What follows belongs to an exercise in optimizing a design on an open flow for small area and a short achievable clock period; a production flow would make more cautious choices. The RTL was checked by simulation tests, not by an equivalence proof against the original design.

==> trial 90: inputs <==
==> flow/design.v <==
module reg_file_mp_top (
  input  logic         clk,
  input  logic         rst_n,
  output logic         init_done,
  input  logic         we0,
  input  logic [4:0]   w_addr0,
  input  logic [31:0]  w_data0,
  input  logic         we1,
  input  logic [4:0]   w_addr1,
  input  logic [31:0]  w_data1,
  input  logic [1:0]   r_en,
  input  logic [9:0]   r_addr,
  output logic [63:0]  r_data
);
  logic       run_r;
  logic [4:0] cnt_r;
  logic [7:0] pw_r;    
  logic [7:0] po_r;    
  logic       pz_r;    
  always_ff @(posedge clk) begin
    if (!rst_n) begin
      run_r <= 1'b0;
      cnt_r <= 5'd0;
    end else if (!run_r) begin
      cnt_r <= cnt_r + 5'd1;
      if (cnt_r == 5'd31) run_r <= 1'b1;
    end
  end
  for (genvar k = 0; k < 8; k++) begin : g_ph
    always_ff @(posedge clk) begin
      if (!rst_n) begin
        pw_r[k] <= 1'b0;
        po_r[k] <= 1'b0;
      end else begin
        pw_r[k] <= ~pw_r[k];
        po_r[k] <= ~po_r[k];
      end
    end
  end
  always_ff @(posedge clk) begin
    if (!rst_n) pz_r <= 1'b0;
    else        pz_r <= ~pz_r;
  end
  assign init_done = run_r;
  logic zsrc;
  assign zsrc = !rst_n || pz_r;
  logic [31:1] d0, d1, e0, e1, hd, keep;
  for (genvar e = 1; e < 32; e++) begin : g_dec
    assign d0[e]   = we0 && (w_addr0 == 5'(e));
    assign d1[e]   = we1 && (w_addr1 == 5'(e));
    assign keep[e] = !d0[e] && !d1[e];
    assign e1[e]   = run_r && d1[e];
    assign e0[e]   = !run_r || (d0[e] && !d1[e]);
    assign hd[e]   = run_r && keep[e];
  end
  logic [31:0] wb0, wb1;
  logic [31:0] pwb, pob;
  for (genvar b = 0; b < 32; b++) begin : g_pb
    assign pwb[b] = pw_r[b / 4];
    assign pob[b] = po_r[b / 4];
  end
  assign wb0 = ({32{run_r}} & w_data0) ^ pwb;
  assign wb1 = w_data1 ^ pwb;
  logic [31:0] mem_r [32];
  logic [31:0] mem_d [32];
  assign mem_r[0] = '0;
  assign mem_d[0] = '0;
  for (genvar e = 1; e < 32; e++) begin : g_ent
    rf_aoi222 u_wr (
      .s ({hd[e], e1[e], e0[e]}),
      .a (wb0),
      .b (wb1),
      .c (mem_r[e]),
      .y (mem_d[e])
    );
    always_ff @(posedge clk) begin
      mem_r[e] <= mem_d[e];
    end
  end
  logic clr;
  assign clr = !rst_n || !run_r;
  for (genvar i = 0; i < 2; i++) begin : g_rd
    logic [4:0]  ra;
    logic        act, nz, zs, hs, s0, s1;
    logic [31:1] se;
    logic [31:0] rq;
    assign ra  = r_addr[5*i +: 5];
    assign act = !clr && r_en[i];
    assign nz  = (ra != 5'd0);
    assign zs  = clr || (r_en[i] && !nz);
    assign hs  = !clr && !r_en[i];
    assign s1  = act && nz && we1 && (w_addr1 == ra);
    assign s0  = act && nz && we0 && (w_addr0 == ra) && !(we1 && (w_addr1 == ra));
    for (genvar e = 1; e < 32; e++) begin : g_sel
      assign se[e] = act && (ra == 5'(e)) && keep[e];
    end
    logic [31:0] src [35];
    logic [34:0] sel;
    logic [31:0] grp_n [12];
    assign src[0]  = wb1;
    assign sel[0]  = s1;
    assign src[1]  = wb0;
    assign sel[1]  = s0;
    assign src[2]  = rq;
    assign sel[2]  = hs;
    assign src[3]  = {32{zsrc}};
    assign sel[3]  = zs;
    for (genvar e = 1; e < 32; e++) begin : g_src
      assign src[e+3] = mem_r[e];
      assign sel[e+3] = se[e];
    end
    for (genvar g = 0; g < 11; g++) begin : g_grp
      rf_aoi222 u_rd (
        .s (sel[3*g +: 3]),
        .a (src[3*g]),
        .b (src[3*g+1]),
        .c (src[3*g+2]),
        .y (grp_n[g])
      );
    end
    rf_aoi22 u_rd_last (
      .s (sel[34:33]),
      .a (src[33]),
      .b (src[34]),
      .y (grp_n[11])
    );
    logic [31:0] rs [3];
    for (genvar k = 0; k < 3; k++) begin : g_set
      always_ff @(posedge clk) begin
        rs[k] <= ~(grp_n[4*k] & grp_n[4*k+1] & grp_n[4*k+2] & grp_n[4*k+3]);
      end
    end
    assign rq = ~(rs[0] | rs[1] | rs[2]);
    rf_rdout u_out (
      .a (rs[0]),
      .b (rs[1]),
      .c (rs[2]),
      .p (pob),
      .y (r_data[32*i +: 32])
    );
  end
endmodule
module rf_aoi222 (
  input  logic [2:0]  s,
  input  logic [31:0] a,
  input  logic [31:0] b,
  input  logic [31:0] c,
  output logic [31:0] y
);
  assign y = ~(({32{s[0]}} & a) | ({32{s[1]}} & b) | ({32{s[2]}} & c));
endmodule
module rf_aoi22 (
  input  logic [1:0]  s,
  input  logic [31:0] a,
  input  logic [31:0] b,
  output logic [31:0] y
);
  assign y = ~(({32{s[0]}} & a) | ({32{s[1]}} & b));
endmodule
module rf_rdout (
  input  logic [31:0] a,
  input  logic [31:0] b,
  input  logic [31:0] c,
  input  logic [31:0] p,
  output logic [31:0] y
);
  assign y = ~(a | b | c) ^ p;
endmodule
==> flow/flow/run.sh <==
#!/bin/bash
# The standard layout (standard.sh, all steps) with two changes:
#  - the port buffers that global placement inserts are buf_2 cells instead of the
#    library's default pick (a slow delay buffer);
#  - flow/fastroute.tcl replaces the platform's global-routing layer settings.
set -euo pipefail
export BUFFER_PORTS_ARGS="-buffer_cell sky130_fd_sc_hd__buf_2"
export FASTROUTE_TCL="$PWD/flow/fastroute.tcl"
bash standard.sh > flow_standard.log 2>&1
==> flow/flow/fastroute.tcl <==
# Global routing layers as the platform sets them, but with less of met1 and met2 offered to
# the global router, so that more wiring goes to met3 and met4 and the detailed router has
# room for pin access on the lower layers.
set_global_routing_layer_adjustment met1 0.5
set_global_routing_layer_adjustment met2 0.3
set_global_routing_layer_adjustment met3-met5 0.2

set_routing_layers -clock $::env(MIN_CLK_ROUTING_LAYER)-$::env(MAX_ROUTING_LAYER)
set_routing_layers -signal $::env(MIN_ROUTING_LAYER)-$::env(MAX_ROUTING_LAYER)
==> flow/standard.sh <==
#!/bin/bash
# synth_recipe.tcl (not shown) runs the flow's synth.tcl, then flattens the netlist and writes it again
# the make line also repeats each setting of config.mk as NAME=value (left out here)
make -C /OpenROAD-flow-scripts/flow DESIGN_CONFIG=/design/flow/config.mk WORK_HOME=/design/flow/orfs CLKGATE_MAP_FILE= SYNTH_SCRIPT=/design/flow/synth_recipe.tcl "${@:-finish}"
==> flow/config.mk <==
export PLATFORM = sky130hd
export DESIGN_NAME = reg_file_mp_top
export DESIGN_NICKNAME = reg_file_mp_top
export VERILOG_FILES = /design/flow/design.v
export SDC_FILE = /design/flow/constraint.sdc
export NUM_CORES = 4
export LEC_CHECK = 0
export CAP_MARGIN = 20
export CELL_PAD_IN_SITES_DETAIL_PLACEMENT = 1
export CELL_PAD_IN_SITES_GLOBAL_PLACEMENT = 1
export CORE_MARGIN = 2
export CORE_UTILIZATION = 40
export CTS_BUF_LIST = sky130_fd_sc_hd__clkbuf_16
export CTS_CLUSTER_DIAMETER = 120
export CTS_CLUSTER_SIZE = 24
export PLACE_DENSITY = 0.55
export SETUP_SLACK_MARGIN = 1.7
export SLEW_MARGIN = 20
export SYNTH_HIERARCHICAL = 1
export SYNTH_MINIMUM_KEEP_SIZE = 0
==> flow/constraint.sdc <==
create_clock -name core_clock -period 4.5 [get_ports {clk}]
set_input_delay 0.9000 -clock core_clock [delete_from_list [all_inputs] [get_ports {clk}]]
set_output_delay 0.9000 -clock core_clock [all_outputs]
set_load 0.01 [all_outputs]
==> trial 81: changes against trial 90 <==
==> flow/design.v, changed modules only <==
module reg_file_mp_top (
  input  logic         clk,
  input  logic         rst_n,
  output logic         init_done,
  input  logic         we0,
  input  logic [4:0]   w_addr0,
  input  logic [31:0]  w_data0,
  input  logic         we1,
  input  logic [4:0]   w_addr1,
  input  logic [31:0]  w_data1,
  input  logic [1:0]   r_en,
  input  logic [9:0]   r_addr,
  output logic [63:0]  r_data
);
  logic       run_r;
  logic [4:0] cnt_r;
  logic [7:0] pw_r;    
  logic [7:0] po_r;    
  logic       pz_r;    
  always_ff @(posedge clk) begin
    if (!rst_n) begin
      run_r <= 1'b0;
      cnt_r <= 5'd0;
    end else if (!run_r) begin
      cnt_r <= cnt_r + 5'd1;
      if (cnt_r == 5'd31) run_r <= 1'b1;
    end
  end
  for (genvar k = 0; k < 8; k++) begin : g_ph
    always_ff @(posedge clk) begin
      if (!rst_n) begin
        pw_r[k] <= 1'b0;
        po_r[k] <= 1'b0;
      end else begin
        pw_r[k] <= ~pw_r[k];
        po_r[k] <= ~po_r[k];
      end
    end
  end
  always_ff @(posedge clk) begin
    if (!rst_n) pz_r <= 1'b0;
    else        pz_r <= ~pz_r;
  end
  assign init_done = run_r;
  logic zsrc;
  assign zsrc = !rst_n || pz_r;
  logic [31:1] d0, d1, e0, e1, hd, keep;
  for (genvar e = 1; e < 32; e++) begin : g_dec
    assign d0[e]   = we0 && (w_addr0 == 5'(e));
    assign d1[e]   = we1 && (w_addr1 == 5'(e));
    assign keep[e] = !d0[e] && !d1[e];
    assign e1[e]   = run_r && d1[e];
    assign e0[e]   = !run_r || (d0[e] && !d1[e]);
    assign hd[e]   = run_r && keep[e];
  end
  logic [31:0] wb0, wb1;
  logic [31:0] pwb, pob;
  for (genvar b = 0; b < 32; b++) begin : g_pb
    assign pwb[b] = pw_r[b / 4];
    assign pob[b] = po_r[b / 4];
  end
  assign wb0 = ({32{run_r}} & w_data0) ^ pwb;
  assign wb1 = w_data1 ^ pwb;
  logic [31:0] mem_r [32];
  logic [31:0] mem_d [32];
  assign mem_r[0] = '0;
  assign mem_d[0] = '0;
  for (genvar e = 1; e < 32; e++) begin : g_ent
    rf_aoi222 u_wr (
      .s ({hd[e], e1[e], e0[e]}),
      .a (wb0),
      .b (wb1),
      .c (mem_r[e]),
      .y (mem_d[e])
    );
    always_ff @(posedge clk) begin
      mem_r[e] <= mem_d[e];
    end
  end
  logic clr;
  assign clr = !rst_n || !run_r;
  for (genvar i = 0; i < 2; i++) begin : g_rd
    logic [4:0]  ra;
    logic        act, nz, zs, hs, s0, s1;
    logic [31:1] se;
    logic [31:0] rq;
    assign ra  = r_addr[5*i +: 5];
    assign act = !clr && r_en[i];
    assign nz  = (ra != 5'd0);
    assign zs  = clr || (r_en[i] && !nz);
    assign hs  = !clr && !r_en[i];
    assign s1  = act && nz && we1 && (w_addr1 == ra);
    assign s0  = act && nz && we0 && (w_addr0 == ra) && !(we1 && (w_addr1 == ra));
    for (genvar e = 1; e < 32; e++) begin : g_sel
      assign se[e] = act && (ra == 5'(e)) && keep[e];
    end
    logic [31:0] src [36];
    logic [35:0] sel;
    logic [31:0] grp_n [12];
    assign src[0]  = wb1;
    assign sel[0]  = s1;
    assign src[1]  = wb0;
    assign sel[1]  = s0;
    assign src[2]  = rq;
    assign sel[2]  = hs;
    assign src[3]  = {32{zsrc}};
    assign sel[3]  = zs;
    assign src[35] = '0;
    assign sel[35] = 1'b0;
    for (genvar e = 1; e < 32; e++) begin : g_src
      assign src[e+3] = mem_r[e];
      assign sel[e+3] = se[e];
    end
    for (genvar g = 0; g < 12; g++) begin : g_grp
      rf_aoi222 u_rd (
        .s (sel[3*g +: 3]),
        .a (src[3*g]),
        .b (src[3*g+1]),
        .c (src[3*g+2]),
        .y (grp_n[g])
      );
    end
    logic [31:0] all_n;
    always_comb begin
      all_n = '1;
      for (int g = 0; g < 12; g++) all_n = all_n & grp_n[g];
    end
    always_ff @(posedge clk) begin
      rq <= all_n;
    end
    assign r_data[32*i +: 32] = rq ^ pob;
  end
endmodule
// module rf_aoi22 removed
// module rf_rdout removed
==> flow/flow/run.sh (replaced) <==
#!/bin/bash
# The standard layout (standard.sh, all steps), with the port buffers that global placement
# inserts made buf_2 cells instead of the library's default pick (a slow delay buffer).
set -euo pipefail
export BUFFER_PORTS_ARGS="-buffer_cell sky130_fd_sc_hd__buf_2"
bash standard.sh > flow_standard.log 2>&1
==> flow/config.mk (replaced) <==
export PLATFORM = sky130hd
export DESIGN_NAME = reg_file_mp_top
export DESIGN_NICKNAME = reg_file_mp_top
export VERILOG_FILES = /design/flow/design.v
export SDC_FILE = /design/flow/constraint.sdc
export NUM_CORES = 4
export LEC_CHECK = 0
export CAP_MARGIN = 20
export CORE_MARGIN = 2
export CORE_UTILIZATION = 55
export CTS_BUF_LIST = sky130_fd_sc_hd__clkbuf_4 sky130_fd_sc_hd__clkbuf_8
export SETUP_SLACK_MARGIN = 2.5
export SLEW_MARGIN = 20
export SYNTH_HIERARCHICAL = 1
export SYNTH_MINIMUM_KEEP_SIZE = 0
removed: flow/flow/fastroute.tcl
==> trial 16: changes against trial 90 <==
==> flow/design.v, changed modules only <==
module reg_file_mp_top (
  input  logic         clk,
  input  logic         rst_n,
  output logic         init_done,
  input  logic         we0,
  input  logic [4:0]   w_addr0,
  input  logic [31:0]  w_data0,
  input  logic         we1,
  input  logic [4:0]   w_addr1,
  input  logic [31:0]  w_data1,
  input  logic [1:0]   r_en,
  input  logic [9:0]   r_addr,
  output logic [63:0]  r_data
);
  logic       run_r;
  logic [4:0] cnt_r;
  logic [7:0] pw_r;    
  logic [7:0] po_r;    
  logic       pz_r;    
  always_ff @(posedge clk) begin
    if (!rst_n) begin
      run_r <= 1'b0;
      cnt_r <= 5'd0;
    end else if (!run_r) begin
      cnt_r <= cnt_r + 5'd1;
      if (cnt_r == 5'd31) run_r <= 1'b1;
    end
  end
  for (genvar k = 0; k < 8; k++) begin : g_ph
    always_ff @(posedge clk) begin
      if (!rst_n) begin
        pw_r[k] <= 1'b0;
        po_r[k] <= 1'b0;
      end else begin
        pw_r[k] <= ~pw_r[k];
        po_r[k] <= ~po_r[k];
      end
    end
  end
  always_ff @(posedge clk) begin
    if (!rst_n) pz_r <= 1'b0;
    else        pz_r <= ~pz_r;
  end
  assign init_done = run_r;
  logic zsrc;
  assign zsrc = !rst_n || pz_r;
  logic [31:1] d0, d1, e0, e1, hd, keep;
  for (genvar e = 1; e < 32; e++) begin : g_dec
    assign d0[e]   = we0 && (w_addr0 == 5'(e));
    assign d1[e]   = we1 && (w_addr1 == 5'(e));
    assign keep[e] = !d0[e] && !d1[e];
    assign e1[e]   = run_r && d1[e];
    assign e0[e]   = !run_r || (d0[e] && !d1[e]);
    assign hd[e]   = run_r && keep[e];
  end
  logic [31:0] wb0, wb1;
  logic [31:0] pwb, pob;
  for (genvar b = 0; b < 32; b++) begin : g_pb
    assign pwb[b] = pw_r[b / 4];
    assign pob[b] = po_r[b / 4];
  end
  assign wb0 = ({32{run_r}} & w_data0) ^ pwb;
  assign wb1 = w_data1 ^ pwb;
  logic [31:0] mem_r [32];
  logic [31:0] mem_d [32];
  assign mem_r[0] = '0;
  assign mem_d[0] = '0;
  for (genvar e = 1; e < 32; e++) begin : g_ent
    rf_aoi222 u_wr (
      .s ({hd[e], e1[e], e0[e]}),
      .a (wb0),
      .b (wb1),
      .c (mem_r[e]),
      .y (mem_d[e])
    );
    always_ff @(posedge clk) begin
      mem_r[e] <= mem_d[e];
    end
  end
  logic clr;
  assign clr = !rst_n || !run_r;
  for (genvar i = 0; i < 2; i++) begin : g_rd
    logic [4:0]  ra;
    logic        act, nz, zs, hs, s0, s1;
    logic [31:1] se;
    logic [31:0] rq;
    assign ra  = r_addr[5*i +: 5];
    assign act = !clr && r_en[i];
    assign nz  = (ra != 5'd0);
    assign zs  = clr || (r_en[i] && !nz);
    assign hs  = !clr && !r_en[i];
    assign s1  = act && nz && we1 && (w_addr1 == ra);
    assign s0  = act && nz && we0 && (w_addr0 == ra) && !(we1 && (w_addr1 == ra));
    for (genvar e = 1; e < 32; e++) begin : g_sel
      assign se[e] = act && (ra == 5'(e)) && keep[e];
    end
    logic [31:0] src [36];
    logic [35:0] sel;
    logic [31:0] grp_n [12];
    assign src[0]  = wb1;
    assign sel[0]  = s1;
    assign src[1]  = wb0;
    assign sel[1]  = s0;
    assign src[2]  = rq;
    assign sel[2]  = hs;
    assign src[3]  = {32{zsrc}};
    assign sel[3]  = zs;
    assign src[35] = '0;
    assign sel[35] = 1'b0;
    for (genvar e = 1; e < 32; e++) begin : g_src
      assign src[e+3] = mem_r[e];
      assign sel[e+3] = se[e];
    end
    for (genvar g = 0; g < 12; g++) begin : g_grp
      rf_aoi222 u_rd (
        .s (sel[3*g +: 3]),
        .a (src[3*g]),
        .b (src[3*g+1]),
        .c (src[3*g+2]),
        .y (grp_n[g])
      );
    end
    logic [31:0] all_n;
    always_comb begin
      all_n = '1;
      for (int g = 0; g < 12; g++) all_n = all_n & grp_n[g];
    end
    always_ff @(posedge clk) begin
      rq <= all_n;
    end
    assign r_data[32*i +: 32] = rq ^ pob;
  end
endmodule
// module rf_aoi22 removed
// module rf_rdout removed
--- a/flow/flow/fastroute.tcl
+++ b/flow/flow/fastroute.tcl
@@ -2,6 +2,6 @@
 # the global router, so that more wiring goes to met3 and met4 and the detailed router has
 # room for pin access on the lower layers.
-set_global_routing_layer_adjustment met1 0.5
-set_global_routing_layer_adjustment met2 0.3
+set_global_routing_layer_adjustment met1 0.45
+set_global_routing_layer_adjustment met2 0.4
 set_global_routing_layer_adjustment met3-met5 0.2
 
==> flow/config.mk (replaced) <==
export PLATFORM = sky130hd
export DESIGN_NAME = reg_file_mp_top
export DESIGN_NICKNAME = reg_file_mp_top
export VERILOG_FILES = /design/flow/design.v
export SDC_FILE = /design/flow/constraint.sdc
export NUM_CORES = 4
export LEC_CHECK = 0
export CAP_MARGIN = 20
export CORE_MARGIN = 2
export CORE_UTILIZATION = 45
export CTS_BUF_LIST = sky130_fd_sc_hd__clkbuf_4 sky130_fd_sc_hd__clkbuf_8
export PLACE_DENSITY = 0.5
export SETUP_SLACK_MARGIN = 2.2
export SLEW_MARGIN = 20
export SYNTH_HIERARCHICAL = 1
export SYNTH_MINIMUM_KEEP_SIZE = 0
==> summary.txt <==
Trial 90 ran to the end with no violations. Trial 16 aborted during global routing. Trial 81 failed in global routing. Of trial 90 and trial 16, trial 90 has the higher synthesized cell count (gap 4.2%, measured against trial 16). Area after synthesis: trial 90 is larger than trial 81 (6.0%).
==> figures <==
Area share of the leading cell type in the synthesized netlist: trial 90 46.5%; trial 16 44.1%; trial 81 44.1%
Postcts setup bufs: trial 90 0; trial 16 247; trial 81 318
Die height: trial 90 364 microns; trial 16 334 microns; trial 81 302 microns
Summed instance area of the synthesized netlist: trial 90 0.0519 sq mm; trial 16 0.0490 sq mm; trial 81 0.0490 sq mm
Result of the run: trial 90 no timing/DRC/antenna violations; trial 16 did not finish; trial 81 did not finish
Failing step: trial 90 -; trial 16 global routing; trial 81 global routing
Synthesis-stage register bit count: trial 90 1207; trial 16 1079; trial 81 1079
Clock sink total: trial 90 1207; trial 16 1079; trial 81 1079
Placement Setup Slack: trial 90 0.792 ns; trial 16 0.189 ns; trial 81 0.283 ns
HPWL Detailed: trial 90 183000 microns; trial 16 173000 microns; trial 81 163000 microns
Cell area after placement: trial 90 0.0551 sq mm; trial 16 0.0524 sq mm; trial 81 0.0515 sq mm
Share of the synthesized area in compound gates (AO/OA/AOI/OAI): trial 90 34.2%; trial 16 36.6%; trial 81 36.6%
Number of warning messages in the yosys log: trial 90 21; trial 16 17; trial 81 17
Routability-driven placement congestion ratio: trial 90 1.00; trial 16 1.07; trial 81 1.07
Count of instances resized after the clock tree is built: trial 90 91; trial 16 461; trial 81 642
Inst Count DP: trial 90 6039; trial 16 5615; trial 81 5318
Cts bufs inserted: trial 90 56; trial 16 185; trial 81 179
Maximum level of the CTS H-tree: trial 90 2; trial 16 4; trial 81 4
Clk Tree Root Cell: trial 90 sky130_fd_sc_hd__clkbuf_16; trial 16 sky130_fd_sc_hd__clkbuf_8; trial 81 sky130_fd_sc_hd__clkbuf_8
Floorplan die width: trial 90 364 microns; trial 16 334 microns; trial 81 302 microns
Portion of netlist area occupied by mux cells: trial 90 0.0385%; trial 16 0.0409%; trial 81 0.0409%
Post-synthesis share of cell area spent on and, or, nand and nor gates: trial 90 7.49%; trial 16 6.63%; trial 81 6.63%

[re-timing with driven ports]
The results above use ideal ports. As a check the final layout listed here was re-extracted and re-timed, cells and wires unchanged.
Step 1: set_driving_cell puts a clkbuf_16 on clk and a buf_2 on each other input, an assumption about the parent block.
Step 2 moves the port delays by t, midway between the first and last clock arrival at a register: inputs arrive t later, outputs are due t later. That takes back most of the time a late clock gives input paths.
Slacks: no drivers / after step 1 / after step 2; pairs: no drivers / after step 1.
run: trial 90
t, ns: 0.794
slack for setup (ns): 1.526 / 1.448 / 0.849
latest minus earliest clock arrival (ns): 0.055 / 0.055
After both steps setup and hold are still met in trial 90. For trial 90, drivers alone change the setup slack by -0.078 ns; drivers and shift together by -0.677 ns.
